Source: an optimization exercise on an open RTL-to-GDS flow (aim: small area, a short achievable clock period and few clock cycles). Production flows keep margins and buffers that such runs may drop.
At most, simulation tests tie the RTL to the original design; equivalence was not proved.
The RTL of runs 1 and 2 was laid out without a check of its function.

`flow/config.mk`:
```
export PLATFORM = sky130hd
export DESIGN_NAME = seq_store_top
export DESIGN_NICKNAME = seq_store_top
export VERILOG_FILES = /design/flow/design.v
export SDC_FILE = /design/flow/constraint.sdc
export NUM_CORES = 4
export LEC_CHECK = 0
export CAP_MARGIN = 20
export CORE_MARGIN = 2
export CORE_UTILIZATION = 60
export SETUP_SLACK_MARGIN = 3.3
export SLEW_MARGIN = 20
export SYNTH_HIERARCHICAL = 1
```
`flow/constraint.sdc`:
```
create_clock -name core_clock -period 6.3 [get_ports {clk_i}]
set_input_delay 1.2600 -clock core_clock [delete_from_list [all_inputs] [get_ports {clk_i}]]
set_output_delay 1.2600 -clock core_clock [all_outputs]
set_load 0.01 [all_outputs]
```
`flow/design.v`:
```
`default_nettype none
package store_pkg;
  localparam int unsigned BUS_NIBBLES = 16;
  localparam int unsigned BUS_BYTES   = 8;
  localparam int unsigned BUS_NB_W    = 4;
  localparam int unsigned SEQ_NIBBLES = 32;
  localparam int unsigned SEQ_NB_W    = 5;
  typedef struct packed {
    logic [SEQ_NIBBLES-1:0][3:0] nb;
    logic [SEQ_NIBBLES-1:0]      en;
  } seq_entry_t;
  typedef struct packed {
    logic [BUS_NB_W-1:0] addr_off;
    logic                is_head;
    logic [BUS_NB_W:0]   lbn;
    logic                is_last;
    logic                is_final;
  } txn_beat_t;
  typedef struct packed {
    logic [7:0] vstart;
    logic [1:0] eew;
  } meta_t;
  typedef struct packed {
    logic [4*BUS_NIBBLES-1:0] data;
    logic [BUS_BYTES-1:0]     strb;
    logic                     last;
  } w_beat_t;
  typedef struct packed {
    logic                load;
    logic [SEQ_NB_W-1:0] load_ptr;
    logic                advance;
    logic [BUS_NB_W:0]   adv_cnt;
    logic                bus_clear;
    logic                seq_clear;
  } cursor_cmd_t;
  typedef struct packed {
    logic [BUS_NB_W:0]   start;
    logic [BUS_NB_W:0]   upper;
    logic [SEQ_NB_W-1:0] seq_ptr;
  } pack_win_t;
endpackage
`default_nettype wire
`timescale 1ns/1ps
`default_nettype none
module ready_gate_rx (
  input  wire logic a_i,
  input  wire logic b_i,
  input  wire logic w_i,
  output logic      y_o
);
  assign y_o = a_i || (b_i && w_i);
endmodule
module ready_gate_tx (
  input  wire logic a_i,
  input  wire logic b_i,
  input  wire logic c_i,
  input  wire logic w_i,
  input  wire logic d_i,
  input  wire logic v_i,
  output logic      y_o
);
  assign y_o = a_i || (b_i && (c_i || w_i) && (d_i || v_i));
endmodule
`default_nettype wire
`timescale 1ns/1ps
`default_nettype none
module seq_store_top (
  input  wire logic                  clk_i,
  input  wire logic                  rst_ni,
  input  wire logic                  rx_deshfu_valid_i,
  output logic                       rx_deshfu_ready_o,
  input  wire store_pkg::seq_entry_t rx_deshfu_i,
  input  wire logic                  txn_valid_i,
  output logic                       txn_ready_o,
  input  wire store_pkg::txn_beat_t  txn_i,
  input  wire logic                  meta_valid_i,
  output logic                       meta_ready_o,
  input  wire store_pkg::meta_t      meta_i,
  output logic                       axi_w_valid_o,
  input  wire logic                  axi_w_ready_i,
  output store_pkg::w_beat_t         axi_w_o
);
  logic        in_req_q;
  logic        hold_q;
  logic        view_hold_q;   
  logic [4:0]  ptr_q;
  logic [15:0][3:0] hi_nb_q;
  logic [15:0]      hi_en_q;
  logic        out_valid_q;
  store_pkg::w_beat_t out_q;
  logic        tq_valid_q;
  logic [3:0]  tq_lower_q;
  logic [4:0]  tq_cnt_q;
  logic        tq_last_q;
  logic        tq_final_q;
  logic        tn_valid_q;
  logic [3:0]  tn_lower_q;
  logic [4:0]  tn_cnt_q;
  logic        tn_last_q;
  logic        tn_final_q;
  logic [4:0]  sum_q;     
  logic        span_q;    
  logic        ge17_q;    
  logic        ge32_q;    
  logic [4:0]  rot_q;     
  logic        mv0_q;
  logic        mv1_q;
  logic [4:0]  moff0_q;
  logic [4:0]  moff1_q;
  logic base;
  logic straddle;
  logic slot_free;
  logic need_x;
  logic step;
  logic capture;
  logic take_x;
  logic fin;
  logic load_meta;
  logic tn_move;
  logic tn_load;
  assign base      = in_req_q && tq_valid_q;
  assign straddle  = !hold_q && span_q;
  assign slot_free = !out_valid_q || axi_w_ready_i;
  assign need_x    = !hold_q || span_q;
  assign fin       = tq_final_q;
  assign capture   = base && straddle && rx_deshfu_valid_i;
  assign step      = base && !straddle && slot_free && (!need_x || rx_deshfu_valid_i);
  assign take_x    = capture || (step && (fin ? need_x : (!hold_q && ge17_q)));
  assign load_meta = mv0_q && (!in_req_q || (step && fin));
  assign tn_move   = step || !tq_valid_q;
  assign tn_load   = txn_valid_i && txn_ready_o;
  logic ready_go;     
  logic ready_free;   
  logic rx_pre_a;
  logic rx_pre_b;
  logic tx_pre_a;
  logic tx_pre_b;
  assign ready_go   = base && !straddle;
  assign ready_free = !need_x;
  assign rx_pre_a   = (base && straddle)
                      || (ready_go && !out_valid_q && (fin ? need_x : (!hold_q && ge17_q)));
  assign rx_pre_b   = ready_go && (fin ? need_x : (!hold_q && ge17_q));
  assign tx_pre_a   = !tn_valid_q || !tq_valid_q;
  assign tx_pre_b   = tn_valid_q && tq_valid_q && ready_go;
  ready_gate_tx u_txn_ready (
    .a_i (tx_pre_a),
    .b_i (tx_pre_b),
    .c_i (!out_valid_q),
    .w_i (axi_w_ready_i),
    .d_i (ready_free),
    .v_i (rx_deshfu_valid_i),
    .y_o (txn_ready_o)
  );
  ready_gate_rx u_rx_ready (
    .a_i (rx_pre_a),
    .b_i (rx_pre_b),
    .w_i (axi_w_ready_i),
    .y_o (rx_deshfu_ready_o)
  );
  assign meta_ready_o      = !mv1_q;
  logic [4:0] meta_off;
  logic [4:0] ptr_n;
  always_comb begin
    case (meta_i.eew)
      2'd0:    meta_off = {meta_i.vstart[3:0], 1'b0};
      2'd1:    meta_off = {meta_i.vstart[2:0], 2'b0};
      2'd2:    meta_off = {meta_i.vstart[1:0], 3'b0};
      default: meta_off = {meta_i.vstart[0], 4'b0};
    endcase
  end
  logic [4:0] ptr_1;    
  logic [4:0] ptr_0;    
  logic [3:0] lower_0;
  logic [4:0] cnt_0;
  logic [5:0] sum_1;
  logic [5:0] sum_0;
  logic [4:0] rot_1;
  logic [4:0] rot_0;
  assign ptr_1   = fin ? moff0_q : sum_q;
  assign ptr_0   = in_req_q ? ptr_q : moff0_q;
  assign lower_0 = tq_valid_q ? tq_lower_q : tn_lower_q;
  assign cnt_0   = tq_valid_q ? tq_cnt_q : tn_cnt_q;
  assign sum_1   = {1'b0, ptr_1} + {1'b0, tn_cnt_q};
  assign sum_0   = {1'b0, ptr_0} + {1'b0, cnt_0};
  assign rot_1   = ptr_1 - {1'b0, tn_lower_q};
  assign rot_0   = ptr_0 - {1'b0, lower_0};
  logic [5:0] sum_s;
  logic [4:0] rot_s;
  assign ptr_n = step ? ptr_1 : ptr_0;
  assign sum_s = step ? sum_1 : sum_0;
  assign rot_s = step ? rot_1 : rot_0;
  always_ff @(posedge clk_i or negedge rst_ni) begin
    if (!rst_ni) begin
      in_req_q   <= 1'b0;
      hold_q     <= 1'b0;
      view_hold_q <= 1'b0;
      tq_valid_q <= 1'b0;
      tn_valid_q <= 1'b0;
    end else begin
      if (capture) begin
        hold_q <= 1'b1;
      end else if (step) begin
        if (fin) begin
          hold_q <= 1'b0;
        end else if (hold_q) begin
          hold_q <= !ge32_q;
        end else begin
          hold_q <= ge17_q && !ge32_q;
        end
      end
      if (capture) begin
        view_hold_q <= 1'b1;
      end else if (step) begin
        view_hold_q <= !fin && !ge32_q && (view_hold_q || ge17_q);
      end
      if (load_meta) begin
        in_req_q <= 1'b1;
      end else if (step && fin) begin
        in_req_q <= 1'b0;
      end
      if (tn_move) begin
        tq_valid_q <= tn_valid_q;
      end
      if (txn_ready_o) begin
        tn_valid_q <= txn_valid_i;
      end
    end
  end
  always_ff @(posedge clk_i) begin
    ptr_q  <= ptr_n;
    sum_q  <= sum_s[4:0];
    span_q <= step ? sum_1 > 6'd32 : sum_0 > 6'd32;
    ge17_q <= step ? sum_1 >= 6'd17 : sum_0 >= 6'd17;
    ge32_q <= sum_s[5];
    rot_q  <= rot_s;
    if (tn_move) begin
      tq_lower_q <= tn_lower_q;
      tq_cnt_q   <= tn_cnt_q;
      tq_last_q  <= tn_last_q;
      tq_final_q <= tn_final_q;
    end
    if (tn_load) begin
      tn_lower_q <= txn_i.is_head ? txn_i.addr_off : 4'd0;
      tn_cnt_q   <= (txn_i.is_last ? txn_i.lbn : 5'd16)
                    - {1'b0, txn_i.is_head ? txn_i.addr_off : 4'd0};
      tn_last_q  <= txn_i.is_last;
      tn_final_q <= txn_i.is_final;
    end
  end
  logic meta_push;
  assign meta_push = meta_valid_i && !mv1_q;
  always_ff @(posedge clk_i or negedge rst_ni) begin
    if (!rst_ni) begin
      mv0_q <= 1'b0;
      mv1_q <= 1'b0;
    end else begin
      if (load_meta) begin
        mv0_q <= mv1_q || meta_push;
        mv1_q <= 1'b0;
      end else begin
        mv0_q <= mv0_q || meta_push;
        mv1_q <= mv1_q || (mv0_q && meta_push);
      end
    end
  end
  always_ff @(posedge clk_i) begin
    if (load_meta ? !mv1_q : !mv0_q) begin
      moff0_q <= meta_off;
    end else if (load_meta) begin
      moff0_q <= moff1_q;
    end
    if (meta_push && mv0_q && !load_meta) begin
      moff1_q <= meta_off;
    end
  end
  always_ff @(posedge clk_i) begin
    if (take_x) begin
      for (int j = 0; j < 16; j++) begin
        hi_nb_q[j] <= rx_deshfu_i.nb[16+j];
      end
      hi_en_q <= rx_deshfu_i.en[31:16];
    end
  end
  logic [31:0][4:0] view;
  always_comb begin
    for (int j = 0; j < 32; j++) begin
      if (j >= 17 && view_hold_q) begin
        view[j] = {hi_en_q[j-16], hi_nb_q[j-16]};
      end else begin
        view[j] = {rx_deshfu_i.en[j], rx_deshfu_i.nb[j]};
      end
    end
  end
  logic [30:0][4:0] r4;
  logic [22:0][4:0] r3;
  logic [18:0][4:0] r2;
  logic [16:0][4:0] r1;
  logic [15:0][4:0] r0;
  always_comb begin
    for (int k = 0; k < 31; k++) r4[k] = rot_q[4] ? view[(k+16)%32] : view[k];
    for (int k = 0; k < 23; k++) r3[k] = rot_q[3] ? r4[k+8] : r4[k];
    for (int k = 0; k < 19; k++) r2[k] = rot_q[2] ? r3[k+4] : r3[k];
    for (int k = 0; k < 17; k++) r1[k] = rot_q[1] ? r2[k+2] : r2[k];
    for (int k = 0; k < 16; k++) r0[k] = rot_q[0] ? r1[k+1] : r1[k];
  end
  logic [4:0]       tq_upper;
  logic [15:0][3:0] bus_nb;
  assign tq_upper = {1'b0, tq_lower_q} + tq_cnt_q;
  logic [15:0]      bus_en;
  logic [7:0]       bus_strb;
  always_comb begin
    for (int i = 0; i < 16; i++) begin
      if (4'(i) >= tq_lower_q && 5'(i) < tq_upper) begin
        bus_nb[i] = r0[i][3:0];
        bus_en[i] = r0[i][4];
      end else begin
        bus_nb[i] = 4'd0;
        bus_en[i] = 1'b0;
      end
    end
    for (int k = 0; k < 8; k++) begin
      bus_strb[k] = bus_en[2*k] | bus_en[2*k+1];
    end
  end
  always_ff @(posedge clk_i or negedge rst_ni) begin
    if (!rst_ni) begin
      out_valid_q <= 1'b0;
    end else if (step) begin
      out_valid_q <= 1'b1;
    end else if (axi_w_ready_i) begin
      out_valid_q <= 1'b0;
    end
  end
  always_ff @(posedge clk_i) begin
    if (step) begin
      out_q.data <= bus_nb;
      out_q.strb <= bus_strb;
      out_q.last <= tq_last_q;
    end
  end
  assign axi_w_valid_o = out_valid_q;
  assign axi_w_o       = out_q;
endmodule
`default_nettype wire
```
`flow/flow/run.sh`:
```
#!/bin/bash
# Standard ORFS layout, with the port buffers inserted as the smallest buffer
# (the resizer still upsizes any that timing needs).
set -euo pipefail
export BUFFER_PORTS_ARGS="-buffer_cell sky130_fd_sc_hd__buf_1"
bash standard.sh finish > standard_flow.log 2>&1
```
`flow/standard.sh`:
```
#!/bin/bash
# synth_recipe.tcl (not shown) runs the flow's synth.tcl, then flattens the netlist and writes it again
# the make line also repeats each setting of config.mk as NAME=value (left out here)
make -C /OpenROAD-flow-scripts/flow DESIGN_CONFIG=/design/flow/config.mk WORK_HOME=/design/flow/orfs CLKGATE_MAP_FILE= SYNTH_SCRIPT=/design/flow/synth_recipe.tcl "${@:-finish}"
```
==> summary.txt, run 1 <==
Run status
The flow ran to the end and the layout has no timing, DRC or antenna violations.

Min path
In this run the worst hold path is classified as flop to flop. The worst hold path stage count is 0.

Route
The first TritonRoute pass finished after 6 iterations. The routed layout has 13380 vias. The number of DRC markers in iteration 0 is 1857.

The final layout contains routed wiring with a total length of 50500 um. The routed length per instance is 26.82 um. In the routed design, unresolved DRC markers number 0.

Dividing the detail-routed via count by the number of cells gives 7.107. In this run the remaining antenna-violating nets after routing total 0.

Logic synthesis
Sequential cells were found to cover 38.37% of the synthesized design area. The number of different library cells used by synthesis comes to 78. The most frequently used flop master after synthesis is edfxtp_1. The count of flip-flops with a built-in enable after synthesis is 178. The Yosys step of the flow raised 39 warnings. Counting every net in the synthesized netlist gives 1529. The post-synthesis area per instance is 11.76 um^2. The proportion of netlist area held by the largest area contributor is 34.73%.

The count of state elements after synthesis is 204. The cell type contributing the most total cell area after synthesis is edfxtp_1. After synthesis, the share of flip-flops with an asynchronous set or reset is 3.922%.

The mapped netlist covers 15390 um^2. Ranked by total cell area, the synthesized netlist is headed by edfxtp_1 35%, mux4_2 16%, mux2_2 6.7%, mux2i_1 5.3%, o22ai_1 4.8%. The number of cells produced by synthesis is 1309.

CTS
In this run the number of H-tree levels came out at 1. The cell sitting at the root of the clock tree is a clkbuf_16. The number of sinks driven by the clock tree is 204.

The clock tree from TritonCTS is done. The clock passes through at most 3 buffers. TritonCTS created 23 clock buffers. The clock latency at the later pin of the worst-skew pair is 0.53 ns.

Clock-pin slew was measured on the worst setup and hold paths at 0.06 ns.

Critical path
The worst setup path is captured at an output pin. The peak fanout along the critical path is 2. The critical path in this run is classified as flop to output pin. Data on the critical path arrives at its endpoint at 1.84 ns.

STA puts the critical path data required time at 5.04 ns. The kind of start point of the critical path is a flop. For the worst flop-to-flop path, the logic depth is 7.

Finish
The count of fill cells added during filler insertion is 1859. Leaving out fill and tap cells, the most frequent cells in the layout are 257 x buf_1, 178 x edfxtp_1, 117 x o22ai_1, 112 x mux4_2, 92 x mux2_2. The commonest non-fill, non-tap cell in the layout is buf_1. The area growth from synthesis to layout is 15.74%.

The final net count is 1756. The post-route netlist has 23.90% of its cells at a drive strength greater than 1.

Timing
The count of endpoints failing hold in the final timing report is 0. The highest achievable clock rate is 322.1 MHz. The period utilization is 49.28%. The number of slew-limit violations in the final report is 0. In this run the tightest slew margin relative to its limit is 18.83%. At the pin with the least slew margin, the transition time is 1.215 ns. Setup violations remaining at the end of the flow were counted as 0. The total negative slack for setup checks is 0 ns.

The clock period minus worst slack is 3.104 ns. The clock tree skew after final layout is 0.02323 ns. Setup repair after global routing could not meet its margin everywhere.

Global route
For met1 alone, demand over resource in global routing was 50.47%. The global routing usage on met3 is 8.838%. In the global route stage, met2 resource usage came out at 55.76%. The via count of the first global-routing pass is 12280. The first global-routing pass estimated 74080 um of wire.

The number of antenna violations at the first check in global routing is 2. Global routing consumed, over all layers together, 36.78% of the routing resources. The total congestion overflow is 0. Entering global routing, the biggest net connects 76 pins. met2 is the most crowded layer.

Placement
The half-perimeter wire length of the detailed placement result is 37540 um. During placement, the flow inserted port buffers numbering 260. The routability congestion estimate is 1.074.

Die
The floorplan step defined a die boundary enclosing 26950 um^2. The die outline width is 164.2 um. The initial core utilization is 61.11%. 265 I/O pins were placed. In this run the core area contains 58 standard-cell rows. The core area is 25180 um^2. The height of the die is 164.2 um.

Run
The total of max-cap violations is 0.
cell families (layout without fill, tap and decap cells):
kind of cell	Yosys count	count (layout)	share of synthesized area (%)
AOI/OAI and AO/OA	375	375	16.78
xor gates and xnor gates	17	17	1.016
adders and majority gates	32	32	2.894
buffers and inverters	139	382	4.154
DFF	204	204	38.37
muxes	291	291	28.88
other	0	1	0
and+or+nand+nor	251	251	7.903
Yosys stat by module, one instance, submodules excluded:
module | cells | times used | cell area, um^2 | flops+latches
ready_gate_rx | 1 | 1 | 7.507 | 0
ready_gate_tx | 2 | 1 | 21.27 | 0
seq_store_top | 1306 | 1 | 15360 | 204
per-stage QoR:
step	std cells	worst slack, ns	cell area, um^2	util [%]	hold slack [ns]
after floorplan	1309	2.888	15440	-	0.4003
after global placement	1810	2.568	16450	65.32	0.4012
after detailed placement	1810	2.530	16450	65.32	0.4090
after CTS	1865	3.250	17570	69.78	0.4314
after global routing	1882	3.095	17810	70.72	0.4335
final	1883	3.196	17810	70.73	0.4251
sequential cells by signal, indices dropped and copies added (netlist names), 4 cells and up:
register and flops:
hi_en_q 15, hi_nb_q 60, moff0_q 4, moff1_q 4, out_q 73, ptr_q 5
rot_q 5, sum_q 5, tn_cnt_q 5, tn_lower_q 4, tq_cnt_q 5, tq_lower_q 4
Yosys cell counts (12+ instances only):
| cell | number |
|---|---|
| ha_1 | 26 |
| nand2b_1 | 17 |
| dfxtp_1 | 18 |
| mux2_2 | 92 |
| edfxtp_1 | 178 |
| mux2i_1 | 81 |
| a21oi_1 | 45 |
| a21o_1 | 13 |
| or2_2 | 30 |
| mux4_2 | 112 |
| clkbuf_1 | 47 |
| o221ai_1 | 12 |
| a211oi_1 | 14 |
| o22ai_1 | 117 |
| o211ai_1 | 23 |
| buf_2 | 37 |
| o21ai_0 | 42 |
| nand2_1 | 56 |
| a22oi_1 | 12 |
| nor2_1 | 88 |
| inv_1 | 31 |
per-layer routing:
| metal | up-vias | wire [um] | part of all wire [%] |
|---|---|---|---|
| li1 | 5782 | - | - |
| met1 | 6471 | 19360 | 38 |
| met2 | 952 | 22240 | 44 |
| met3 | 178 | 6101 | 12 |
| met4 | 0 | 2805 | 5.6 |
| met5 | - | 0 | 0 |
worst paths after layout:
check / from / end / slack [ns]
worst max-delay path: tq_final_q / rx_deshfu_ready_o / 3.20
worst min-delay path: tn_last_q / tq_last_q / 0.43
worst max register to register: tq_lower_q[0] / out_q[68] / 3.32
worst min register to register: tn_last_q / tq_last_q / 0.43
max in group asynchronous: rst_ni / view_hold_q / 5.31
min in group asynchronous: rst_ni / out_valid_q / 0.64
what timing repair did:
item,CTS,global route
hold buffers,0,0
endpoints found under the setup margin,146,36
buffers inserted,14,16
gates resized for setup,52,19
pin swaps,4,5
cloned,0,1
layout make-up:
class	instances	area [um^2]	share of cell area [%]
Antenna cell	1	2.502	0.01405
Sequential cell	204	5921	33.24
Timing Repair Buffer	306	1461	8.205
Multi-Input combinational cell	966	9094	51.05
Clock inverter	10	105.1	0.5901
Inverter	35	148.9	0.8359
Tap cell	330	412.9	2.318
Clock buffer	31	666.9	3.744
worst max-delay path: stages, from the launching register on:
cell and delay (ns):
edfxtp_1 0.44, nor2_2 0.14, nor3_1 0.06, a31oi_1 0.16, nor2_1 0.09, o2bb2ai_1 0.14, a21o_1 0.17, buf_1 0.12
==> run 2: changes to the inputs <==
--- a/flow/config.mk
+++ b/flow/config.mk
@@ -10,2 +10,4 @@
 export CORE_UTILIZATION = 60
+export CTS_CLUSTER_DIAMETER = 70
+export CTS_CLUSTER_SIZE = 32
 export SETUP_SLACK_MARGIN = 3.3
==> run 2 against run 1 <==
Compared with the run above:
- critical path type unchanged
- routed wire length fell by 1.3%
- synthesized cell count did not move
- critical endpoint unchanged
- clock skew fell by 0.0020 ns
==> summary.txt, run 2 <==
Finish
In the layout the commonest cells are 257 x buf_1, 178 x edfxtp_1, 117 x o22ai_1, 112 x mux4_2, 92 x mux2_2. From synthesis to final layout, the design area changed by 13.00%. The final cell utilization of the core is 69.06% (-1.7 points). The proportion of layout cells with a drive suffix above 1 is 22.84% (-1.1 points). out_q holds more flip-flops than any other register. The final net count is 1742 (-0.80%). The non-filler instance count after layout came to 1859 (-1.3%). The largest registers in the layout are out_q x73, hi_nb_q x60, hi_en_q x15. Leaving out fill and tap cells, the most frequent cell in the layout is buf_1. The number of flip-flops under the largest register name is 73 (unchanged). The count of fill cells added during filler insertion is 1922 (+3.4%).

Die
The core area is 25180 um^2 (unchanged). The number of top-level design ports is 265 (unchanged). The area of the die is 26950 um^2 (unchanged). The initial core utilization came to 61.11% (unchanged). The die outline width is 164.2 um (unchanged). The height of the die is 164.2 um (unchanged). The site row count was 58 (unchanged).

Critical path
The start-to-end type of the worst setup path is flop to output pin. The required time of the critical path is 5.04 ns (about the same). The cell with the largest stage delay on the worst path is edfxtp_1.

The arrival time at the worst endpoint is 1.80 ns (-0.04 ns). The worst setup path is launched from a flop. The peak fanout along the critical path is 3 (+1). STA classifies the critical path endpoint as an output pin. The delay contributed by the slowest stage of the critical path is 0.46 ns (+0.02 ns). Traced cell by cell, the critical path runs through nor2_2 > nor3_2 > a31oi_1 > nor2_1 > o2bb2ai_1 > a21o_1 > buf_1.

Route
The via count normalized by instance count is 7.096 (-0.16%). The number of DRC violations after detailed routing is 0 (unchanged). The overall via count from detail_route was 13190 (-1.4%). The remaining antenna violation count after routing is 0 (unchanged).

The number of DRC markers in iteration 0 is 1873 (+0.86%). The final routed wirelength across all metal layers is 49850 um (-1.3%). The routed length per instance came to 26.82 um (about the same). The number of detailed-routing iterations run before antenna repair is 5 (-1).

Global route
The via count of the first global-routing pass came to 12170 (-0.91%). The number of antenna violations at the first check in global routing is 1 (-1). The total global routing track utilization is 36.60% (-0.18 points).

The largest net degree at the start of global routing was 76 (unchanged). The wire length of the first global-routing pass is 73730 um (-0.48%). The total congestion overflow is 0 (unchanged).

CTS
The number of buffers on the longest clock path is 3 (unchanged). The number of buffers inserted for hold repair after clock tree synthesis was 0 (unchanged). The number of sinks driven by the clock tree came to 204 (unchanged). The depth of the CTS H-tree was 1 (unchanged). The clock latency at the later pin of the worst-skew pair is 0.50 ns (-0.03 ns). TritonCTS built the clock tree. CTS placed an instance of clkbuf_16 at the clock tree root. The clock-pin slew on the worst setup and hold paths is 0.11 ns (+0.05 ns).

The total CTS buffers is 13 (-43%).

Logic synthesis
The count of state elements after synthesis is 204 (unchanged). The share of synthesized flip-flops with an asynchronous set or reset is 3.922% (unchanged). The count of flip-flops with a built-in enable after synthesis is 178 (unchanged). Ranked by instance count, the synthesized netlist is headed by 178 x edfxtp_1, 117 x o22ai_1, 112 x mux4_2, 92 x mux2_2, 88 x nor2_1.

The count of distinct cell types in the synthesized netlist is 78 (unchanged). In the post-synthesis netlist, the biggest area contributors are edfxtp_1 35%, mux4_2 16%, mux2_2 6.7%, mux2i_1 5.3%, o22ai_1 4.8%. The proportion of netlist area held by the largest area contributor is 34.73% (unchanged). The count of yosys warnings during synthesis is 39 (unchanged). In the post-synthesis netlist, the cell with the most instances is edfxtp_1. The share of the yosys chip area belonging to registers is 38.37% (unchanged). The post-synthesis instance area is 15390 um^2 (unchanged).

Among all flip-flop cells after synthesis, the most frequent one is edfxtp_1. The number of cells produced by synthesis is 1309 (unchanged). The net count after synthesis came to 1529 (unchanged). The post-synthesis area per instance is 11.76 um^2 (unchanged). Summed over all instances, the cell type with the most area after synthesis is edfxtp_1.

Timing
The headroom to the max-slew limit was 22.75% (+3.9 points). The clock tree skew after final layout was 0.02118 ns (-0.002046 ns). Setup repair after global routing could not meet its margin everywhere. The setup violation total in the final timing report is 0 (unchanged).

The total negative slack for setup checks is 0 ns (unchanged). The highest achievable clock rate came to 326.3 MHz (+1.3%). The period utilization is 48.65% (-0.63 points).

The clock period minus worst slack came to 3.065 ns (-0.03972 ns). The transition time at the pin with the least slew margin came to 1.156 ns (-0.05867 ns). The count of endpoints failing hold in the final timing report is 0 (unchanged). The number of slew-limit violations in the final report is 0 (unchanged).

Placement
The half-perimeter wire length of the detailed placement result is 37540 um (unchanged). The count of buffers inserted at the top-level ports is 260 (unchanged). The routability congestion estimate is 1.074 (unchanged). The number of placed instances with taps included is 1810 (unchanged).

Run
The total of max-cap violations is 0 (unchanged).

Run status
The run finished with no timing, DRC or antenna violations.

Min path
The class of the most critical hold timing path is flop to flop.
## run 2: worst paths after layout
path                          startpoint           endpoint  slack (ns)  depth (start not counted)
setup / recovery              tq_final_q  rx_deshfu_ready_o        3.24                          7
hold / removal                 tn_last_q          tq_last_q        0.44                          0
setup reg to reg           tq_lower_q[0]           out_q[8]        3.30                          8
hold reg to reg                tn_last_q          tq_last_q        0.44                          0
max in group asynchronous         rst_ni        view_hold_q        5.26                          1
min in group asynchronous         rst_ni              mv1_q        0.68                          1
## run 2: area by class of cell
type                       instances  area (um^2)  area share (%)
clock buffer                      14        329.1           1.892
inverter                          35        148.9          0.8562
multi-input combinational        966         9079           52.21
timing repair buffer             302         1418           8.152
antenna                            1        2.502         0.01439
sequential                       204         5921           34.05
clock inverter                     7        80.08          0.4605
tap                              330        412.9           2.374
## run 2: logic make-up after synthesis
logic type | after synthesis | share of synthesized area [%]
AO/OA/AOI/OAI | 375 | 16.78
multiplexers | 291 | 28.88
AND/OR/NAND/NOR | 251 | 7.903
flip-flops | 204 | 38.37
buffers and inverters | 139 | 4.154
adder cells (fa/ha/maj) | 32 | 2.894
XOR/XNOR | 17 | 1.016
## run 2: worst max-delay path, delay by kind of cell, from the launching register on
family	cells	cell delay, ns
flops	1	0.46
buf+inv	1	0.12
simple gates	3	0.28
compound gates	3	0.45
## run 2: stage by stage
step	cell area, um^2	worst slack, ns	hold slack, ns
after CTS	17190	3.250	0.4432
after detailed placement	16450	2.530	0.4090
after global routing	17390	3.152	0.4464
after global placement	16450	2.568	0.4012
after floorplan	15440	2.888	0.4003
final	17390	3.235	0.4375
## run 2: modules after synthesis, one instance, submodules excluded
module         cells inside  flip-flops and latches  copies in the design  area, um^2
ready_gate_rx             1                       0                     1       7.507
ready_gate_tx             2                       0                     1       21.27
seq_store_top          1306                     204                     1       15360
## run 2: metal layers
layer,vias to the layer above,global-route usage (%),share of wire [%]
li1,5738,-,-
met1,6378,51.12,38
met2,912,54.87,44
met3,163,8.106,12
met4,0,16.79,6.1
met5,-,0,0
## run 2: what timing repair did
item | in CTS | in global routing
setup endpoints to repair | 146 | 104
resized for setup | 47 | 23
buffers inserted | 14 | 13
pin swaps | 3 | 5
==> run 3: changes to the inputs <==
--- a/flow/design.v
+++ b/flow/design.v
@@ -103,2 +103,5 @@
   logic        ge17_q;    
+  logic        rdy_s0_q;  
+  logic        rdy_v0_q;  
+  logic        rdy_v1_q;  
   logic        ge32_q;    
@@ -139,5 +142,4 @@
   assign ready_free = !need_x;
-  assign rx_pre_a   = (base && straddle)
-                      || (ready_go && !out_valid_q && (fin ? need_x : (!hold_q && ge17_q)));
-  assign rx_pre_b   = ready_go && (fin ? need_x : (!hold_q && ge17_q));
+  assign rx_pre_b   = in_req_q && (hold_q ? rdy_v1_q : rdy_v0_q);
+  assign rx_pre_a   = (in_req_q && !hold_q && rdy_s0_q) || (rx_pre_b && !out_valid_q);
   assign tx_pre_a   = !tn_valid_q || !tq_valid_q;
@@ -188,2 +190,10 @@
   logic [4:0] rot_s;
+  logic       span_n;
+  logic       ge17_n;
+  logic       tqv_n;
+  logic       fin_n;
+  assign span_n = step ? sum_1 > 6'd32 : sum_0 > 6'd32;
+  assign ge17_n = step ? sum_1 >= 6'd17 : sum_0 >= 6'd17;
+  assign tqv_n  = tn_move ? tn_valid_q : tq_valid_q;
+  assign fin_n  = tn_move ? tn_final_q : tq_final_q;
   assign ptr_n = step ? ptr_1 : ptr_0;
@@ -231,4 +241,7 @@
     sum_q  <= sum_s[4:0];
-    span_q <= step ? sum_1 > 6'd32 : sum_0 > 6'd32;
-    ge17_q <= step ? sum_1 >= 6'd17 : sum_0 >= 6'd17;
+    span_q <= span_n;
+    ge17_q <= ge17_n;
+    rdy_s0_q <= tqv_n && span_n;
+    rdy_v0_q <= tqv_n && !span_n && (fin_n || ge17_n);
+    rdy_v1_q <= tqv_n && fin_n && span_n;
     ge32_q <= sum_s[5];
--- a/flow/config.mk
+++ b/flow/config.mk
@@ -12,3 +12,3 @@
 export CTS_CLUSTER_SIZE = 32
-export SETUP_SLACK_MARGIN = 3.3
+export SETUP_SLACK_MARGIN = 3.5
 export SLEW_MARGIN = 20
==> run 3 against run 2 <==
Compared with the run above:
- sequential share of layout area down 0.99 points
- register-to-register slack better by 0.11 ns
- final cell count down 2.2%
- non-clock buffer count up 24
- area after synthesis down 2.6%
- routed wire length down 9.3%
- hold slack worse by 0.012 ns
- final area up 3.9%
- global-route usage down 4.2 points
- critical path type is now input port to output pin
- highest routed layer unchanged
==> summary.txt, run 3 <==
Min path
The min-delay analysis places its worst path in the category flop to flop. The worst hold path stage count is 0 (unchanged). For hold timing, the worst endpoint is tq_last_q. The hold path startpoint is tn_last_q.

Timing
The number of slew-limit violations in the final report is 0 (unchanged). The transition time at the pin with the least slew margin was 0.8964 ns (-0.2600 ns). The headroom to the max-slew limit is 39.78% (+17 points). Setup repair after global routing could not meet its margin everywhere. The clock tree skew after final layout is 0.03878 ns (+0.01760 ns). The total negative slack for setup checks was 0 ns (unchanged). The clock period minus worst slack came to 3.057 ns (-0.007440 ns). The setup violation total in the final timing report is 0 (unchanged). The period utilization is 48.53% (-0.12 points). The highest achievable clock rate is 327.1 MHz (+0.24%). The count of endpoints failing hold in the final timing report was 0 (unchanged).

Logic synthesis
edfxtp_1 takes more of the synthesized area than any other cell. In the synthesized netlist the dominant register cell turns out to be edfxtp_1. The number of cells produced by synthesis is 1220 (-6.8%).

The share of synthesized flip-flops with an asynchronous set or reset is 3.865% (-0.057 points). The count of distinct cell types in the synthesized netlist is 61 (-22%). Ranked by total cell area, the synthesized netlist is headed by edfxtp_1 35%, mux4_2 18%, mux2i_1 9.5%, mux2_2 5.3%, nor2_1 3.4%.

The share of the yosys chip area belonging to registers is 39.73% (+1.4 points). The post-synthesis instance area is 14990 um^2 (-2.6%). The net count after synthesis is 1440 (-5.8%). The count of state elements after synthesis came to 207 (+1.5%).

The most common cell in the synthesized netlist is edfxtp_1. The post-synthesis area per instance is 12.29 um^2 (+4.5%). By count the netlist is led by 177 x edfxtp_1, 142 x mux2i_1, 134 x nor2_1, 121 x mux4_2, 70 x mux2_2. The proportion of netlist area held by the largest area contributor came to 35.45% (+0.72 points).

The count of flip-flops with a built-in enable after synthesis is 177 (-0.56%). The count of yosys warnings during synthesis is 39 (unchanged).

Route
The number of DRC violations after detailed routing is 0 (unchanged). The remaining antenna violation count after routing is 0 (unchanged). The routed length per instance is 24.87 um (-7.3%). The overall via count from detail_route is 11980 (-9.2%).

The number of DRC markers in iteration 0 came to 1494 (-20%). The final routed wirelength across all metal layers is 45230 um (-9.3%). The number of detailed-routing iterations run before antenna repair is 5 (unchanged). The via count normalized by instance count came to 6.588 (-7.2%).

Run status
The flow ran to the end and the layout has no timing, DRC or antenna violations.

Critical path
The family with the most delay on the worst path is buffers and inverters. The cell with the largest stage delay on the worst path is o221ai_4. The peak fanout along the critical path is 3 (unchanged). STA classifies the critical path endpoint as an output pin.

The logic depth of the worst setup path including buffers came to 4 (-3). The minimum setup slack among reg-to-reg paths came to 3.41 ns (+0.11 ns). The arrival time at the worst endpoint came to 1.80 ns (about the same). In this run the critical register-to-register path is captured at out_q[1]. The delay contributed by the slowest stage of the critical path is 0.16 ns (-0.30 ns).

The worst reg-to-reg path cell count is 8 (unchanged). The kind of start point of the critical path is an input port. The start-to-end type of the worst setup path is input port to output pin. Traced cell by cell, the critical path runs through buf_8 > o221ai_4 > nand2b_1 > buf_6. In this run the critical register-to-register path is launched from view_hold_q. The required time of the critical path was 5.04 ns (about the same). The buffering stage count on the worst path with inverters included is 2 (+1).

CTS
The clock latency at the later pin of the worst-skew pair is 0.52 ns (+0.02 ns). The depth of the CTS H-tree is 1 (unchanged). The total CTS buffers was 15 (+2). TritonCTS built the clock tree. The cell sitting at the root of the clock tree is a clkbuf_16. The clock-pin slew on the worst setup and hold paths is 0.09 ns (-0.02 ns).

The number of sinks driven by the clock tree was 207 (+1.5%). The number of buffers on the longest clock path is 3 (unchanged). The number of buffers inserted for hold repair after clock tree synthesis came to 0 (unchanged).

Die
The height of the die is 162.1 um (-1.3%). The core area is 24390 um^2 (-3.1%). The number of top-level design ports is 265 (unchanged). The die outline width is 162.1 um (-1.3%).

The area of the die came to 26270 um^2 (-2.5%). The initial core utilization came to 61.47% (+0.35 points). The site row count is 57 (-1.7%).

Finish
The proportion of layout cells with a drive suffix above 1 came to 29.66% (+6.8 points). The largest registers in the layout are out_q x73, hi_nb_q x60, hi_en_q x15. The commonest non-fill, non-tap cell in the layout is buf_1.

Relative to the synthesized area, the layout overhead comes to 20.55%. The count of fill cells added during filler insertion is 1694 (-12%). The total area of sequential cells was 5973 um^2 (+0.89%).

The register ranked first by flip-flop count is out_q. In the layout the commonest cells are 256 x buf_1, 177 x edfxtp_1, 126 x nor2_1, 121 x mux4_2, 94 x mux2i_1. The number of flip-flops under the largest register name is 73 (unchanged). The multi-input gate area in the final layout is 9270 um^2 (+2.1%). The final net count is 1698 (-2.5%).

Global route
The total congestion overflow is 0 (unchanged). The via count of the first global-routing pass is 10970 (-9.8%). The number of antenna violations at the first check in global routing is 7 (+6).

The total global routing track utilization came to 32.43% (-4.2 points). The wire length of the first global-routing pass is 64360 um (-13%). The largest net degree at the start of global routing is 121 (+59%).

Placement
The count of buffers inserted at the top-level ports was 260 (unchanged). The half-perimeter wire length of the detailed placement result is 32080 um (-15%). The routability congestion estimate is 0.9158 (-15%).

Run
The total of max-cap violations is 0 (unchanged).
-- run 3: logic make-up after synthesis --
group                      Yosys count  synth area share [%]
and+or+nand+nor                    275                 8.012
muxes                              369                 35.62
DFF                                207                 39.73
AOI/OAI and AO/OA                  197                 9.039
buffers and inverters              125                 3.747
adders and majority gates           33                 3.038
xor gates and xnor gates            14                0.8178
-- run 3: final cells by class --
type / instances / area share, %
sequential: 207 / 33.05
clock buffer: 16 / 2.098
clock inverter: 10 / 0.8793
antenna: 8 / 0.1108
inverter: 39 / 0.8377
timing repair buffer: 326 / 9.485
multi-input combinational: 889 / 51.29
tap: 324 / 2.243
-- run 3: through the flow --
stage	setup slack, ns	utilization [%]	hold WS [ns]	instance area [um^2]	std cells
2_1_floorplan	2.772	-	0.4003	15150	1220
3_3_place_gp	2.671	66.53	0.4144	16230	1732
3_5_place_dp	2.687	66.53	0.4062	16230	1732
4_1_cts	3.280	70.90	0.4270	17290	1790
5_1_grt	3.199	74.08	0.4454	18070	1818
6_report	3.243	74.09	0.4250	18070	1819
-- run 3: routing by layer --
metal,vias up,part of all wire [%],GRT usage (%)
met4,0,2.6,9.091
met5,-,0,0
met3,85,12,7.891
li1,5319,-,-
met1,5798,42,50.66
met2,781,43,45.38
-- run 3: how the worst max path moves through the flow --
| stage | slack (ns) | endpoint | start |
|---|---|---|---|
| after detailed placement | 2.69 | out_q[9] | tq_lower_q[2] |
| final | 3.24 | txn_ready_o | axi_w_ready_i |
| after global routing | 3.20 | txn_ready_o | tq_valid_q |
| after floorplan | 2.77 | hi_en_q[10] | rx_deshfu_valid_i |
| after CTS | 3.28 | txn_ready_o | axi_w_ready_i |
| after global placement | 2.67 | out_q[10] | tq_lower_q[2] |
-- run 3: timing repair --
| action | in CTS | in global routing |
|---|---|---|
| endpoints found under the hold margin | 0 | 0 |
| setup buffers | 32 | 17 |
| resized for setup | 65 | 128 |
| setup endpoints to repair | 237 | 98 |
| pin swaps | 3 | 19 |
| gates cloned | 0 | 4 |
-- run 3: Yosys stat by module (local to each module, per instance) --
module	cell area, um^2	times used
ready_gate_tx	21.27	1
ready_gate_rx	7.507	1
seq_store_top	14960	1
Testbench counts of run 3, summed over its fixed seeds: cycles 8,613.
==> run 4: changes to the inputs <==
--- a/flow/config.mk
+++ b/flow/config.mk
@@ -12,3 +12,3 @@
 export CTS_CLUSTER_SIZE = 32
-export SETUP_SLACK_MARGIN = 3.5
+export SETUP_SLACK_MARGIN = 3.1
 export SLEW_MARGIN = 20
==> run 4 against run 3 <==
Compared with the run above:
- setup slack got worse by 0.055 ns
- sequential cell count did not move
- synthesized cell count unchanged
- register-to-register slack lost 0.22 ns
- sequential share of layout area rose by 2.4 points
- first-iteration DRC count shrank 9.6%
- critical path type is now flop to flop
- largest cell class unchanged
==> summary.txt, run 4 <==
Run status
The run finished with no timing, DRC or antenna violations.

Die
The die outline width is 162.1 um (unchanged). The number of top-level design ports is 265 (unchanged). The height of the die is 162.1 um (unchanged).

The area of the die is 26270 um^2 (unchanged). The initial core utilization came to 61.47% (unchanged). The core area is 24390 um^2 (unchanged).

The site row count is 57 (unchanged).

Logic synthesis
Ranked by total cell area, the synthesized netlist is headed by edfxtp_1 35%, mux4_2 18%, mux2i_1 9.5%, mux2_2 5.3%, nor2_1 3.4%. The count of state elements after synthesis is 207 (unchanged). The count of flip-flops with a built-in enable after synthesis is 177 (unchanged). The post-synthesis instance area was 14990 um^2 (unchanged). The share of the yosys chip area belonging to registers came to 39.73% (unchanged).

The proportion of netlist area held by the largest area contributor was 35.45% (unchanged). edfxtp_1 takes more of the synthesized area than any other cell. The share of synthesized flip-flops with an asynchronous set or reset is 3.865% (unchanged). The number of cells produced by synthesis came to 1220 (unchanged).

The count of yosys warnings during synthesis is 39 (unchanged). The most used flip-flop cell after synthesis is edfxtp_1. The most numerous cell in the Yosys netlist is edfxtp_1.

By count the netlist is led by 177 x edfxtp_1, 142 x mux2i_1, 134 x nor2_1, 121 x mux4_2, 70 x mux2_2. The post-synthesis area per instance is 12.29 um^2 (unchanged). The net count after synthesis is 1440 (unchanged). The count of distinct cell types in the synthesized netlist was 61 (unchanged).

Timing
The transition time at the pin with the least slew margin is 1.001 ns (+0.1042 ns). The clock period minus worst slack came to 3.112 ns (+0.05475 ns). The number of slew-limit violations in the final report came to 0 (unchanged). The period utilization was 49.40% (+0.87 points). The headroom to the max-slew limit was 33.30% (-6.5 points). The highest achievable clock rate was 321.3 MHz (-1.8%). The total negative slack for setup checks is 0 ns (unchanged).

The setup slack of the critical path after layout is 3.188 ns (-0.05475 ns). Setup repair after global routing left no endpoint under its margin. The count of endpoints failing hold in the final timing report is 0 (unchanged).

The setup violation total in the final timing report is 0 (unchanged). The clock tree skew after final layout is 0.04338 ns (+0.004599 ns).

Critical path
The buffering stage count on the worst path with inverters included is 1 (-1). The setup path with the least slack is of type flop to flop. On the critical path, the stage with the largest delay is an instance of dfrtp_4. The critical path goes through buf_6 > mux2_1 > mux4_2 > mux2i_1 > nor2_1 > or3_1 > and3_1. The family with the most delay on the worst path is multiplexers. The kind of start point of the critical path is a flop. The peak fanout along the critical path is 32 (+29). The delay contributed by the slowest stage of the critical path is 0.62 ns (+0.46 ns). The required time of the critical path came to 6.58 ns (+1.54 ns). The arrival time at the worst endpoint is 3.39 ns (+1.59 ns). The type of element capturing the critical path is a flop.

CTS
The clock tree from TritonCTS is done. The number of buffers on the longest clock path is 3 (unchanged). The number of sinks driven by the clock tree is 207 (unchanged). The clock latency at the later pin of the worst-skew pair came to 0.52 ns (about the same). The depth of the CTS H-tree is 1 (unchanged). The clock-pin slew on the worst setup and hold paths was 0.11 ns (+0.02 ns). Clock tree synthesis selected as its root buffer the cell clkbuf_16. The total CTS buffers is 14 (-1).

Finish
Compared with the post-synthesis result, the final layout area differs by 12.46%. The post-layout instance area is 16860 um^2 (-6.7%). The register ranked first by flip-flop count is out_q. The count of fill cells added during filler insertion is 1897 (+12%).

In the layout the commonest cells are 260 x buf_1, 177 x edfxtp_1, 142 x mux2i_1, 134 x nor2_1, 121 x mux4_2. The final net count is 1654 (-2.6%). The number of flip-flops under the largest register name came to 73 (unchanged).

The library cell used most frequently in the layout, excluding fill and tap cells, is buf_1. In the final layout, the registers with the most flip-flops are out_q x73, hi_nb_q x60, hi_en_q x15. The proportion of layout cells with a drive suffix above 1 is 18.59% (-11 points).

Route
The final routed wirelength across all metal layers is 43020 um (-4.9%). The number of DRC violations after detailed routing is 0 (unchanged). The number of DRC markers in iteration 0 is 1350 (-9.6%).

The remaining antenna violation count after routing is 0 (unchanged). The routed length per instance was 24.24 um (-2.5%). The number of detailed-routing iterations run before antenna repair is 5 (unchanged). The overall via count from detail_route was 11710 (-2.3%).

The via count normalized by instance count was 6.594 (+0.10%).

Global route
The number of antenna violations at the first check in global routing was 10 (+3). The largest net degree at the start of global routing is 83 (-31%). The total global routing track utilization is 32.74% (+0.31 points). The total congestion overflow is 0 (unchanged). The via count of the first global-routing pass is 10800 (-1.6%).

The wire length of the first global-routing pass is 64960 um (+0.94%).

Placement
The standard cell area after detailed placement is 16110 um^2 (-0.74%). The worst-case setup slack after placement is 2.757 ns (+0.06988 ns). The routability congestion estimate is 0.9664 (+5.5%). The count of buffers inserted at the top-level ports is 260 (unchanged). The half-perimeter wire length of the detailed placement result is 32680 um (+1.9%).

Run
The total of max-cap violations is 0 (unchanged).

Min path
The worst hold path belongs to the class flop to flop.
[run 4: path summary, 6_finish.rpt]
path / cells after the start / startpoint / slack, ns / to
hold reg to reg: 0 / tn_last_q / 0.44 / tq_last_q
setup reg to reg: 7 / view_hold_q / 3.19 / out_q[23]
min in group asynchronous: 1 / rst_ni / 0.69 / mv1_q
setup / recovery: 7 / view_hold_q / 3.19 / out_q[23]
max in group asynchronous: 1 / rst_ni / 5.24 / view_hold_q
hold / removal: 0 / tn_last_q / 0.44 / tq_last_q
[run 4: stage by stage]
step | util, % | hold slack [ns] | cells
final | 69.12 | 0.4396 | 1775
after floorplan | - | 0.4003 | 1220
after global placement | 66.04 | 0.4074 | 1731
after global routing | 69.11 | 0.4579 | 1774
after detailed placement | 66.04 | 0.4130 | 1731
after CTS | 68.37 | 0.4444 | 1757
[run 4: per-module statistics from Yosys (local to each module, per instance)]
module         copies in the design  flops+latches  cells inside  cell area (um^2)
seq_store_top                     1            207          1217             14960
ready_gate_tx                     1              0             2             21.27
ready_gate_rx                     1              0             1             7.507
[run 4: what timing repair did]
action                     4_1_cts  5_1_grt
hold buffers                     0        0
setup buffers                    2        9
resized for setup               10       16
setup endpoints to repair       62       30
[run 4: area by class of cell]
| cell class | count | area [um^2] | share of cell area (%) |
|---|---|---|---|
| clock inverters | 9 | 120.1 | 0.7124 |
| diodes | 9 | 22.52 | 0.1336 |
| multi-input cells | 888 | 8541 | 50.66 |
| repair buffers | 284 | 1271 | 7.540 |
| flip-flops and latches | 207 | 5974 | 35.44 |
| well taps | 324 | 405.4 | 2.404 |
| clock buffers | 15 | 375.4 | 2.226 |
| inverters | 39 | 150.1 | 0.8905 |
[run 4: logic make-up after synthesis]
| kind of cell | Yosys count | share of synthesized area (%) |
|---|---|---|
| mux | 369 | 35.62 |
| simple gates | 275 | 8.012 |
| flops | 207 | 39.73 |
| compound gates | 197 | 9.039 |
| buf+inv | 125 | 3.747 |
| fa+ha+maj | 33 | 3.038 |
| xor+xnor | 14 | 0.8178 |
[run 4: per-layer routing]
layer / up-vias / track usage (%) / routed length, um
met5: - / 0 / 12
met4: 2 / 9.292 / 1229
met3: 81 / 7.252 / 4878
met2: 684 / 46.40 / 18390
met1: 5713 / 50.98 / 18510
li1: 5225 / - / -
==> run 5: changes to the inputs <==
--- a/flow/config.mk
+++ b/flow/config.mk
@@ -7,2 +7,3 @@
 export LEC_CHECK = 0
+export ABC_AREA = 1
 export CAP_MARGIN = 20
@@ -12,3 +13,3 @@
 export CTS_CLUSTER_SIZE = 32
-export SETUP_SLACK_MARGIN = 3.1
+export SETUP_SLACK_MARGIN = 3.3
 export SLEW_MARGIN = 20
==> run 5 against run 4 <==
Compared with the run above:
- still clean
- first-iteration DRC count up 74%
- hold slack worse by 0.0054 ns
- final area grew 2.7%
- setup slack improved by 0.092 ns
- core utilization is 2.3 points lower
- fmax up 3.1%
- critical endpoint is now hi_nb_q[21]
==> summary.txt, run 5 <==
Timing
The setup violation total in the final timing report is 0 (unchanged). The total negative slack for setup checks came to 0 ns (unchanged). The period utilization is 47.93% (-1.5 points). The headroom to the max-slew limit is 38.29% (+5.0 points). The highest achievable clock rate was 331.2 MHz (+3.1%). Setup repair after global routing could not meet its margin everywhere. The count of endpoints failing hold in the final timing report is 0 (unchanged). The clock tree skew after final layout is 0.02322 ns (-0.02015 ns). The number of slew-limit violations in the final report came to 0 (unchanged). The clock period minus worst slack is 3.020 ns (-0.09242 ns). The transition time at the pin with the least slew margin came to 0.9256 ns (-0.07495 ns). The setup slack of the critical path after layout came to 3.280 ns (+0.09242 ns).

Route
The via count normalized by instance count is 6.251 (-5.2%). The routed length per instance is 21.00 um (-13%). The overall via count from detail_route is 16960 (+45%). The final routed wirelength across all metal layers is 56970 um (+32%). The number of detailed-routing iterations run before antenna repair is 7 (+2).

The remaining antenna violation count after routing came to 0 (unchanged). The number of DRC violations after detailed routing is 0 (unchanged). The number of DRC markers in iteration 0 is 2354 (+74%).

Critical path
The launch point of the worst reg-to-reg path is tq_final_q. The worst reg-to-reg path cell count is 12 (+5). The critical path goes through buf_6 > inv_6 > nand2_4 > nand4_4 > clkinv_16 > a22oi_2 > o21ai_4 > buf_4. The required time of the critical path is 6.45 ns (-0.13 ns). The family with the most delay on the worst path is buffers and inverters. The minimum setup slack among reg-to-reg paths is 3.40 ns (+0.21 ns). STA classifies the critical path startpoint as an input port.

The start-to-end type of the worst setup path is input port to flop. The cell with the largest stage delay on the worst path is nand4_4. The endpoint of the most critical register-to-register path is rdy_s0_q. The buffering stage count on the worst path with inverters included is 4 (+3). The peak fanout along the critical path is 82 (+160%). The delay contributed by the slowest stage of the critical path is 0.48 ns (-0.14 ns). The type of element capturing the critical path is a flop. The arrival time at the worst endpoint was 3.17 ns (-0.22 ns).

CTS
The clock latency at the later pin of the worst-skew pair is 0.53 ns (about the same). The number of sinks driven by the clock tree was 207 (unchanged). The number of buffers on the longest clock path came to 3 (unchanged). The clock tree from TritonCTS is done.

The depth of the CTS H-tree is 1 (unchanged). The tree is rooted in a clkbuf_16. The clock-pin slew on the worst setup and hold paths was 0.10 ns (about the same). The total CTS buffers came to 18 (+4). The number of buffers inserted for hold repair after clock tree synthesis came to 0 (unchanged).

Finish
The non-filler instance count after layout is 2713 (+53%). out_q holds more flip-flops than any other register. The commonest non-fill, non-tap cell in the layout is nand3_1.

The final net count came to 2581 (+56%). The number of flip-flops under the largest register name is 73 (unchanged). The largest registers in the layout are out_q x73, hi_nb_q x60, hi_en_q x15. In the layout the commonest cells are 635 x nand3_1, 584 x nand2_1, 257 x buf_1, 200 x nor2_1, 177 x edfxtp_1. From synthesis to final layout, the design area changed by 10.11%. The proportion of layout cells with a drive suffix above 1 is 5.478% (-13 points).

Die
The area of the die was 27530 um^2 (+4.8%). The height of the die is 165.9 um (+2.4%). The initial core utilization is 60.71% (-0.76 points).

The number of top-level design ports is 265 (unchanged). The core area is 25910 um^2 (+6.2%). The site row count was 59 (+3.5%). The die outline width is 165.9 um (+2.4%).

Global route
The wire length of the first global-routing pass is 87190 um (+34%). The met2 usage is 65.40% (+19 points). The via count of the first global-routing pass is 15930 (+48%). The global routing usage on met3 came to 8.055% (+0.80 points).

The global routing usage on met1 is 45.82% (-5.2 points). The global routing stage identified its most utilized layer as met2. The number of antenna violations at the first check in global routing is 3 (-7).

The total global routing track utilization was 40.36% (+7.6 points). The total congestion overflow is 0 (unchanged). The largest net degree at the start of global routing is 118 (+42%).

Logic synthesis
The share of synthesized flip-flops with an asynchronous set or reset was 3.865% (unchanged). The share of the yosys chip area belonging to registers is 37.86% (-1.9 points). The proportion of netlist area held by the largest area contributor was 33.79% (-1.7 points). The count of state elements after synthesis is 207 (unchanged). The count of yosys warnings during synthesis is 39 (unchanged). The post-synthesis instance area was 15730 um^2 (+4.9%). The count of distinct cell types in the synthesized netlist is 45 (-26%). The post-synthesis area per instance was 7.124 um^2 (-42%). edfxtp_1 takes more of the synthesized area than any other cell. The count of flip-flops with a built-in enable after synthesis is 177 (unchanged). Among all cell types in the netlist, the one instantiated most often is nand3_1. By area the synthesized netlist is led by edfxtp_1 34%, nand3_1 20%, nand2_1 14%, nor2_1 4.8%, o211ai_1 4.2%. For this run, the leading register cell type out of synthesis is edfxtp_1. In the synthesized netlist, the cells that appear most often are 635 x nand3_1, 585 x nand2_1, 203 x nor2_1, 177 x edfxtp_1, 97 x inv_1.

The number of cells produced by synthesis is 2208 (+81%). The net count after synthesis came to 2428 (+69%).

Placement
The count of buffers inserted at the top-level ports came to 260 (unchanged). The routability congestion estimate came to 1.012 (+4.7%). The worst-case setup slack after placement is 2.497 ns (-0.2602 ns).

The number of placed instances with taps included came to 2671 (+54%). The half-perimeter wire length of the detailed placement result is 40740 um (+25%).

Run status
The run finished with no timing, DRC or antenna violations.

Min path
The class of the most critical hold timing path is flop to flop. The worst hold path stage count came to 0 (unchanged). The startpoint identified for the worst hold timing path is tn_last_q. The worst hold endpoint is tq_last_q.

Run
The total of max-cap violations came to 0 (unchanged).
==> run 5: cell count changes in the layout (fill, tap and decap cells not counted), sizes merged, moves of 25 or more <==
cell	change
mux2i	-139
a211oi	-30
mux2	-106
o211ai	+88
nor2	+72
mux4	-121
nand3	+634
nand2	+531
inv	+63
o21ai	+25
==> run 5: through the flow <==
stage	utilization (%)	hold WS (ns)	cell area (um^2)
2_1_floorplan	-	0.4003	15790
3_3_place_gp	63.52	0.4019	16460
3_5_place_dp	63.52	0.4099	16460
4_1_cts	66.56	0.4332	17250
5_1_grt	66.81	0.4534	17310
6_report	66.85	0.4343	17320
==> run 5: worst max-delay path by stage <==
stage | from | end | slack [ns] | depth (start not counted)
6_report | rx_deshfu_valid_i | hi_nb_q[21] | 3.28 | 8
2_1_floorplan | axi_w_ready_i | hi_en_q[10] | 2.71 | 6
5_1_grt | axi_w_ready_i | hi_nb_q[10] | 3.14 | 8
3_5_place_dp | rx_deshfu_valid_i | hi_nb_q[4] | 2.50 | 8
3_3_place_gp | rx_deshfu_valid_i | hi_nb_q[4] | 2.60 | 8
4_1_cts | axi_w_ready_i | hi_nb_q[21] | 3.30 | 8
==> run 5: logic make-up after synthesis <==
family	count (synthesis)	share of synthesized area, %
multiplexers	3	0.1909
flip-flops	207	37.86
buffers and inverters	250	7.938
XOR/XNOR	11	0.6125
adder cells (fa/ha/maj)	32	2.832
AND/OR/NAND/NOR	1478	41.53
AO/OA/AOI/OAI	227	9.036
==> run 5: final cells by class <==
type | instances | area (um^2)
timing repair buffer | 280 | 1176
antenna | 5 | 12.51
clock buffer | 20 | 479.2
multi-input combinational | 1751 | 8582
sequential | 207 | 5971
inverter | 103 | 445.4
fill | 2323 | 8591
tap | 335 | 419.2
clock inverter | 12 | 235.2
==> run 5: metal layers <==
| metal | wire length, um | vias up |
|---|---|---|
| met5 | 0 | - |
| met4 | 5986 | 0 |
| met3 | 5355 | 267 |
| met2 | 25970 | 978 |
| met1 | 19660 | 7782 |
| li1 | - | 7933 |
==> run 5: timing repair <==
item,in CTS,in global routing
endpoints found under the setup margin,149,144
buffers inserted,2,3
gates cloned,0,0
gates resized for setup,19,16
pin swaps,2,0
==> run 5: worst reg2reg max path, delay by kind of cell (launching register included) <==
family,cells,cell delay (ns)
xor+xnor,1,0.19
buf+inv,3,0.53
simple gates,5,0.86
compound gates,2,0.27
fa+ha+maj,1,0.47
flops,1,0.47
==> run 5: modules after synthesis (local to each module, per instance) <==
module / copies in the design / flip-flops and latches / cells / cell area [um^2]
ready_gate_rx: 1 / 0 / 3 / 11.26
ready_gate_tx: 1 / 0 / 9 / 35.03
seq_store_top: 1 / 207 / 2196 / 15680
==> run 6: changes to the inputs <==
--- a/flow/config.mk
+++ b/flow/config.mk
@@ -7,3 +7,2 @@
 export LEC_CHECK = 0
-export ABC_AREA = 1
 export CAP_MARGIN = 20
@@ -13,2 +12,3 @@
 export CTS_CLUSTER_SIZE = 32
+export PLACE_DENSITY = 0.75
 export SETUP_SLACK_MARGIN = 3.3
==> run 6 against run 5 <==
Compared with the run above:
- global-route usage decreased by 7.0 points
- fmax barely moved
- sequential cell count unchanged
- area after synthesis is 4.7% lower
- final area shrank 1.2%
- critical path depth down 3
- critical endpoint is now rx_deshfu_ready_o
- hold slack got worse by 0.0061 ns
- highest routed layer is now met5
==> summary.txt, run 6 <==
Die
The site row count was 57 (-3.4%). The die outline width came to 162.1 um (-2.3%). The core area is 24390 um^2 (-5.9%). The number of top-level design ports came to 265 (unchanged). The height of the die was 162.1 um (-2.3%). The area of the die was 26270 um^2 (-4.6%). The initial core utilization is 61.47% (+0.76 points).

Global route
The largest net degree at the start of global routing is 90 (-24%). The via count of the first global-routing pass came to 11160 (-30%). The total congestion overflow came to 0 (unchanged). The wire length of the first global-routing pass is 66140 um (-24%). The number of antenna violations at the first check in global routing is 2 (-1). The total global routing track utilization was 33.41% (-7.0 points).

Critical path
The launch point of the worst reg-to-reg path is rot_q[4]. The arrival time at the worst endpoint came to 1.76 ns (-1.41 ns). The required time of the critical path is 5.04 ns (-1.41 ns). The critical path goes through mux2i_1 > nor2b_2 > a32o_1 > a21o_1 > buf_2. STA classifies the critical path startpoint as a flop. The delay contributed by the slowest stage of the critical path is 0.43 ns (-0.05 ns). The slowest stage of the critical path is the dfrtp_2 cell. The start-to-end type of the worst setup path is flop to output pin. The type of element capturing the critical path is an output pin. The timing startpoint of the critical path is hold_q. The peak fanout along the critical path is 5 (-94%).

Run
The total of max-cap violations is 0 (unchanged).

Run status
The run finished with no timing, DRC or antenna violations.

CTS
The clock latency at the later pin of the worst-skew pair is 0.50 ns (-0.03 ns). The number of sinks driven by the clock tree was 207 (unchanged). The root buffer cell chosen for the clock tree is clkbuf_16.

The number of buffers inserted for hold repair after clock tree synthesis is 0 (unchanged). TritonCTS built the clock tree. The total CTS buffers is 14 (-4). The depth of the CTS H-tree is 1 (unchanged).

The number of buffers on the longest clock path is 3 (unchanged). The clock-pin slew on the worst setup and hold paths is 0.10 ns (about the same).

Timing
The setup slack of the critical path after layout is 3.283 ns (+0.002990 ns). The headroom to the max-slew limit is 45.10% (+6.8 points). The total negative slack for setup checks is 0 ns (unchanged). The clock period minus worst slack is 3.017 ns (-0.002990 ns). The final hold slack was 0.4282 ns (-0.006099 ns). The period utilization came to 47.88% (about the same).

The setup violation total in the final timing report is 0 (unchanged). The number of slew-limit violations in the final report is 0 (unchanged). Setup repair after global routing could not meet its margin everywhere. The transition time at the pin with the least slew margin is 0.8235 ns (-0.1021 ns). The highest achievable clock rate is 331.5 MHz (about the same).

The count of endpoints failing hold in the final timing report came to 0 (unchanged). The clock tree skew after final layout is 0.01496 ns (-0.008264 ns).

Placement
The count of buffers inserted at the top-level ports was 260 (unchanged). The worst-case setup slack after placement is 2.662 ns (+0.1648 ns). The routability congestion estimate came to 0.9978 (-1.4%).

The half-perimeter wire length of the detailed placement result is 32400 um (-20%).

Min path
The hold path startpoint is tn_last_q. The class of the most critical hold timing path is flop to flop.

Logic synthesis
The post-synthesis instance area is 14990 um^2 (-4.7%). The share of synthesized flip-flops with an asynchronous set or reset came to 3.865% (unchanged). The most numerous cell in the Yosys netlist is edfxtp_1. The number of cells produced by synthesis is 1220 (-45%). The proportion of netlist area held by the largest area contributor is 35.45% (+1.7 points). The share of the yosys chip area belonging to registers is 39.73% (+1.9 points). The count of state elements after synthesis was 207 (unchanged).

The count of yosys warnings during synthesis is 39 (unchanged). The post-synthesis area per instance is 12.29 um^2 (+72%). After synthesis, the most frequently instantiated cells are 177 x edfxtp_1, 142 x mux2i_1, 134 x nor2_1, 121 x mux4_2, 70 x mux2_2. The count of distinct cell types in the synthesized netlist was 61 (+36%). By area the synthesized netlist is led by edfxtp_1 35%, mux4_2 18%, mux2i_1 9.5%, mux2_2 5.3%, nor2_1 3.4%. The net count after synthesis came to 1440 (-41%). Of all cell types, the one taking the most synthesized area is edfxtp_1. The most frequently used flop master after synthesis is edfxtp_1. The count of flip-flops with a built-in enable after synthesis is 177 (unchanged).

Finish
The final cell utilization of the core came to 70.19% (+3.3 points). The proportion of layout cells with a drive suffix above 1 is 21.11% (+16 points). In the final layout, the registers with the most flip-flops are out_q x73, hi_nb_q x60, hi_en_q x15. The final net count is 1676 (-35%). The top cell types in the final layout, fill and taps aside, are 256 x buf_1, 177 x edfxtp_1, 139 x mux2i_1, 132 x nor2_1, 121 x mux4_2. More flip-flops sit in one register than any other, and that register is out_q. The number of flip-flops under the largest register name is 73 (unchanged). The commonest non-fill, non-tap cell in the layout is buf_1. The count of fill cells added during filler insertion is 1781 (-23%).

From synthesis to final layout, the design area changed by 14.20%.

Route
The via count normalized by instance count is 6.729 (+7.6%). The number of detailed-routing iterations run before antenna repair was 6 (-1). The overall via count from detail_route is 12040 (-29%).

The remaining antenna violation count after routing came to 0 (unchanged). The routed length per instance is 24.71 um (+18%). The number of DRC violations after detailed routing is 0 (unchanged).

The final routed wirelength across all metal layers is 44210 um (-22%). The number of DRC markers in iteration 0 is 1431 (-39%).
run 6: cell type report:
class                      instances  area, um^2  share of cell area, %
antenna                            1       2.502                0.01462
clock buffer                      18       399.1                  2.331
clock inverter                     6       105.1                 0.6139
inverter                          39       152.6                 0.8916
multi-input combinational        889        8620                  50.35
sequential                       207        5977                  34.91
tap                              324       405.4                  2.368
timing repair buffer             305        1459                  8.522
run 6: cell families (layout without fill, tap and decap cells):
group | after synthesis | in the layout | share of synthesized area, %
AOI/OAI and AO/OA | 197 | 198 | 9.039
other | 0 | 1 | 0
buffers and inverters | 125 | 368 | 3.747
adders and majority gates | 33 | 33 | 3.038
DFF | 207 | 207 | 39.73
and+or+nand+nor | 275 | 275 | 8.012
xor gates and xnor gates | 14 | 14 | 0.8178
muxes | 369 | 369 | 35.62
run 6: per-module statistics from Yosys (local to each module, per instance):
| module | flip-flops and latches | copies in the design | cells | cell area (um^2) |
|---|---|---|---|---|
| ready_gate_rx | 0 | 1 | 1 | 7.507 |
| seq_store_top | 207 | 1 | 1217 | 14960 |
| ready_gate_tx | 0 | 1 | 2 | 21.27 |
run 6: path summary, 6_finish.rpt:
kind / to / slack (ns) / depth (start not counted)
min: tq_last_q / 0.43 / 0
max in group asynchronous: tq_valid_q / 5.25 / 1
min in group asynchronous: out_valid_q / 0.68 / 1
min reg2reg: tq_last_q / 0.43 / 0
max reg2reg: out_q[17] / 3.35 / 6
max: rx_deshfu_ready_o / 3.28 / 5
run 6: critical path, delay by kind of cell (launching register included):
family / cells / cell delay, ns
flops: 1 / 0.43
mux: 1 / 0.23
simple gates: 1 / 0.07
compound gates: 2 / 0.38
buf+inv: 1 / 0.14
run 6: stage by stage:
step	cells	instance area, um^2
6_report	1789	17120
5_1_grt	1789	17120
4_1_cts	1778	16970
3_5_place_dp	1731	16110
3_3_place_gp	1731	16110
2_1_floorplan	1220	15040
run 6: routing by layer:
metal | up-vias | wire, um | part of all wire [%] | GRT usage (%)
li1 | 5250 | - | - | -
met1 | 5864 | 17410 | 39 | 48.71
met2 | 840 | 19910 | 45 | 50.62
met3 | 83 | 5813 | 13 | 9.831
met4 | 2 | 1062 | 2.4 | 6.637
met5 | - | 13 | 0.029 | 0
run 6: what timing repair did:
action                     in CTS  in global routing
setup endpoints to repair     125                 48
pin swaps                       1                  3
resized for setup              32                 23
buffers inserted               22                 10
gates cloned                    1                  0

## port drivers added, routing unchanged
How much do the figures lean on ideal ports? The routed layouts below were timed once more, with nothing changed but the port constraints. Step 1 (the two cells are an assumption about what drives the block):
set clk [get_ports {clk_i}]
set_driving_cell -lib_cell sky130_fd_sc_hd__clkbuf_16 $clk
set_driving_cell -lib_cell sky130_fd_sc_hd__buf_2 [delete_from_list [all_inputs] $clk]
Step 2 also shifts input and output timing later by t, the mid clock arrival at the registers, as if the neighbouring blocks saw the same clock. Slacks: ideal / step 1 / step 2; pairs: ideal / step 1.
run | t, ns | slack for setup (ns) | worst hold slack (ns) | latest minus earliest clock arrival (ns) | slew at the worst register clock pin (ns)
run 1 | 0.575 | 3.196 / 3.143 / 2.878 | 0.425 / 0.425 / 0.425 | 0.024 / 0.023 | 0.06 / 0.06
run 2 | 0.538 | 3.235 / 3.186 / 2.887 | 0.437 / 0.437 / 0.437 | 0.025 / 0.024 | 0.11 / 0.11
run 3 | 0.553 | 3.243 / 3.192 / 2.947 | 0.425 / 0.425 / 0.425 | 0.041 / 0.041 | 0.10 / 0.10
run 4 | 0.547 | 3.188 / 3.166 / 2.780 | 0.440 / 0.440 / 0.440 | 0.043 / 0.043 | 0.11 / 0.11
run 5 | 0.575 | 3.280 / 3.259 / 2.717 | 0.434 / 0.434 / 0.434 | 0.024 / 0.025 | 0.10 / 0.10
run 6 | 0.538 | 3.283 / 3.234 / 2.817 | 0.428 / 0.428 / 0.428 | 0.016 / 0.015 | 0.10 / 0.10
After both steps setup and hold are still met in every run listed. The setup slack of run 5, which loses most, moves by -0.021 ns with the drivers and by -0.563 ns with both steps.
